From an optimization exercise on the open Yosys and OpenROAD flow, aimed at small area, a short achievable clock period and few clock cycles; shortcuts taken in it are not production practice.

## job 4045
Design frame_loader, start of the top module:
module frame_loader #(
    parameter int H_RES   = 640,
    parameter int V_RES   = 480,
    parameter int BPP     = 1,
    parameter int RAM_LAT = 1,
    parameter int ADDR_W  = 9,
    parameter int COORD_W = 11
) (
    input  logic           CLOCK_50,
    input  logic           reset_n,
    input  logic           start,
    input  logic           abort,
    input  logic           mirror,
    output logic           busy,
    output logic           done,
    output logic [ADDR_W-1:0]    read_addr,
    input  logic [H_RES*BPP-1:0] q,
    output logic [COORD_W-1:0]   pix_x,
    output logic [COORD_W-1:0]   pix_y,
    output logic [BPP-1:0]       pix_color,
    output logic                 pix_valid,
    input  logic                 pix_ready
);
    localparam int CW = 10;
    localparam int NC = 32;           
    localparam int NG = H_RES / NC;   
    localparam logic [CW-1:0]     X_LAST = H_RES - 1;
    localparam logic [ADDR_W-1:0] Y_LAST = V_RES - 1;
    localparam logic [CW-1:0]     PRE_FWD = '1;
    localparam logic [CW-1:0]     PRE_REV = H_RES;
    logic              busy_q, done_q, valid_q, wait_q, mirror_q;
    logic [CW-1:0]     x_q;
    logic [ADDR_W-1:0] y_q;
    logic              color_q;
    logic          row_end, load;
    logic [CW-1:0] sel;
    assign row_end = x_q == (mirror_q ? '0 : X_LAST);
    assign load    = busy_q && !abort && (valid_q ? (pix_ready && !row_end) : !wait_q);
    assign sel     = mirror_q ? x_q - 1'b1 : x_q + 1'b1;
    logic [4:0]    xc, xg;
    logic          cy;
    logic [NC-1:0] csel;
    logic [NG-1:0] gsel, grp;
    logic          pix_d;
    assign xc = x_q[4:0];
    assign xg = x_q[9:5];
    assign cy = mirror_q ? xc == 5'd0 : xc == 5'd31;
    always_comb begin
        for (int k = 0; k < NC; k++)
            csel[k] = mirror_q ? xc == 5'(k + 1) : xc == 5'(k - 1);
        for (int j = 0; j < NG; j++)
            gsel[j] = cy ? (mirror_q ? xg == 5'(j + 1) : xg == 5'(j - 1)) : xg == 5'(j);
        for (int j = 0; j < NG; j++)
            grp[j] = |(q[NC*j +: NC] & csel);
    end
    assign pix_d = |(grp & gsel);
    always_ff @(posedge CLOCK_50 or negedge reset_n) begin
        if (!reset_n) begin
            busy_q  <= 1'b0;
            done_q  <= 1'b0;
            valid_q <= 1'b0;
            wait_q  <= 1'b0;
            y_q     <= '0;
        end else begin
            done_q <= 1'b0;
  ...
Settings: LEC_CHECK=0, CAP_MARGIN=20, CORE_AREA=5 5 235 235, DIE_AREA=0 0 240 240, SETUP_SLACK_MARGIN=2.5, SLEW_MARGIN=20, BUFFER_PORTS_ARGS=-buffer_cell sky130_fd_sc_hd__buf_1; clock period 5.0 ns.
standard.sh (not shown) runs the stock make flow with config.mk's settings and CLKGATE_MAP_FILE= SYNTH_SCRIPT=/design/flow/synth_recipe.tcl, a recipe that flattens the netlist after the stock synthesis.
==> flow/flow/run.sh <==
#!/bin/bash
# The standard layout (standard.sh), with every port buffered by the smallest
# buffer, sky130_fd_sc_hd__buf_1, instead of the one buffer_ports picks, and
# any extra ORFS settings from flow/extra.mk.
set -euo pipefail
echo 'export BUFFER_PORTS_ARGS = -buffer_cell sky130_fd_sc_hd__buf_1' >> config.mk
if [[ -f flow/extra.mk ]]; then cat flow/extra.mk >> config.mk; fi
bash standard.sh > standard.log 2>&1
Looking at the reports, job 4045 completed the entire flow and the layout it produced met the timing, DRC and antenna checks.
### job 4045 -> job 1253
Settings: SETUP_SLACK_MARGIN removed (was 2.5); CORE_AREA changed from 5 5 235 235 to 5 5 165 165; DIE_AREA changed from 0 0 240 240 to 0 0 170 170.
==> flow/flow/run.sh <==
#!/bin/bash
# The standard layout (standard.sh), with every port buffered by the smallest
# buffer, sky130_fd_sc_hd__buf_1, instead of the one buffer_ports picks.
set -euo pipefail
echo 'export BUFFER_PORTS_ARGS = -buffer_cell sky130_fd_sc_hd__buf_1' >> config.mk
bash standard.sh > standard.log 2>&1
[summary]
Per the comparison of job 1253 with job 4045, async set-reset flop share out of synthesis closely matched the old numbers; die width decreased by 29% relative to the old numbers; die boundary height decreased by 70 um relative to the old numbers; fraction of the mapped netlist area in adder cells closely matched the old numbers; fraction of the mapped netlist area in simple logic gates closely matched the old numbers. Compared job 4045 against job 1253; synthesized cell area within noise. Going from job 4045 to job 1253, synthesized-area fraction occupied by xor and xnor cells ~0 delta, fraction of the mapped netlist area in compound gates ~0 delta, floorplan row count -26, effective utilization at floorplan +13 points. Flow for job 1253 halted at 3_2_place_iop, error code PPL-0024. Job 1253 -> job 4045: portion of the post-synthesis area used by sequential elements delta 0, exact match.
Relative to job 1253, the following input files were edited for job 9820:
Settings: swapping 0 0 170 170 for 0 0 240 240 in DIE_AREA; swapping 5 5 165 165 for 5 5 235 235 in CORE_AREA.
diff --git a/flow/flow/run.sh b/flow/flow/run.sh
--- a/flow/flow/run.sh
+++ b/flow/flow/run.sh
@@ -3 +3,2 @@
-# buffer, sky130_fd_sc_hd__buf_1, instead of the one buffer_ports picks.
+# buffer, sky130_fd_sc_hd__buf_1, instead of the one buffer_ports picks, and
+# any extra ORFS settings from flow/extra.mk.
@@ -5,0 +7 @@
+if [[ -f flow/extra.mk ]]; then cat flow/extra.mk >> config.mk; fi
==> comparison <==
Job 9820 | status: complete | timing, DRC, antenna: pass. Flip-flop and latch count after synthesis came out exactly the same in job 9820 and job 1253. | height of the chip | lower: job 1253 |. Job 9820 -> job 1253: adder-cell share of the synthesized area delta 0, exact match. [job 9820] die width rose 41% relative to job 1253. Of job 9820 and job 1253, the lower number of rows in the core area belongs to job 1253. Re complex-gate fraction of the synthesized area: no difference whatsoever between job 1253 and job 9820. Status: cell count after synthesis parity (job 1253, job 9820).
> inputs changed (job 9820 -> job 175)
Settings: DIE_AREA: 0 0 240 240 -> 0 0 170 170; CORE_AREA: 5 5 235 235 -> 5 5 165 165; SETUP_SLACK_MARGIN: unset -> 2.5.
==> flow/flow/run.sh <==
#!/bin/bash
# The standard layout (standard.sh), with every port buffered by the smallest
# buffer, sky130_fd_sc_hd__buf_1, instead of the one buffer_ports picks.
set -euo pipefail
echo 'export BUFFER_PORTS_ARGS = -buffer_cell sky130_fd_sc_hd__buf_1' >> config.mk
bash standard.sh > standard.log 2>&1
==> comparison <==
- Distinct cell type count of the synthesized netlist of job 175 is on par with job 9820.
- Job 9820 has a lower starting utilization of the core area than job 175.
- Between job 175 and job 9820, the difference in multiplexer fraction of the synthesized cell area is negligible.
- Job 175 vs. job 9820: synthesized cell count held steady, die span in x shrank by about 30%.
- Relative to job 9820, the number of rows in the core area measured on job 175 has decreased by more than a quarter.
- Diff job 175..job 9820 | complex-gate fraction of the synthesized area | unchanged
- On vertical die dimension: job 175 sits below job 9820.
- Job 175 did not finish; a tool error ended it in 3_2_place_iop.
No functional check of the RTL was part of any run of this note.

[port drivers added, routing unchanged]
Ports are ideal in the flow. The routed layouts listed here were re-timed in OpenROAD.
Step 1 assumes that a clkbuf_16 drives the clock port and a buf_2 every other input.
Step 2 times the ports against the registers' clock, not the clock port: input delays grow and output delays shrink by t, the midpoint of the rising clock arrivals with the driver on.
Slacks: ideal / step 1 / step 2; pairs: ideal / step 1.
| run | t (ns) | setup slack, ns | worst setup path after step 2 |
|---|---|---|---|
| job 4045 | 0.297 | 1.324 / 1.324 / 1.324 | register to register |
| job 9820 | 0.307 | 0.470 / 0.470 / 0.470 | register to register |
After both steps every run listed still meets setup and hold.
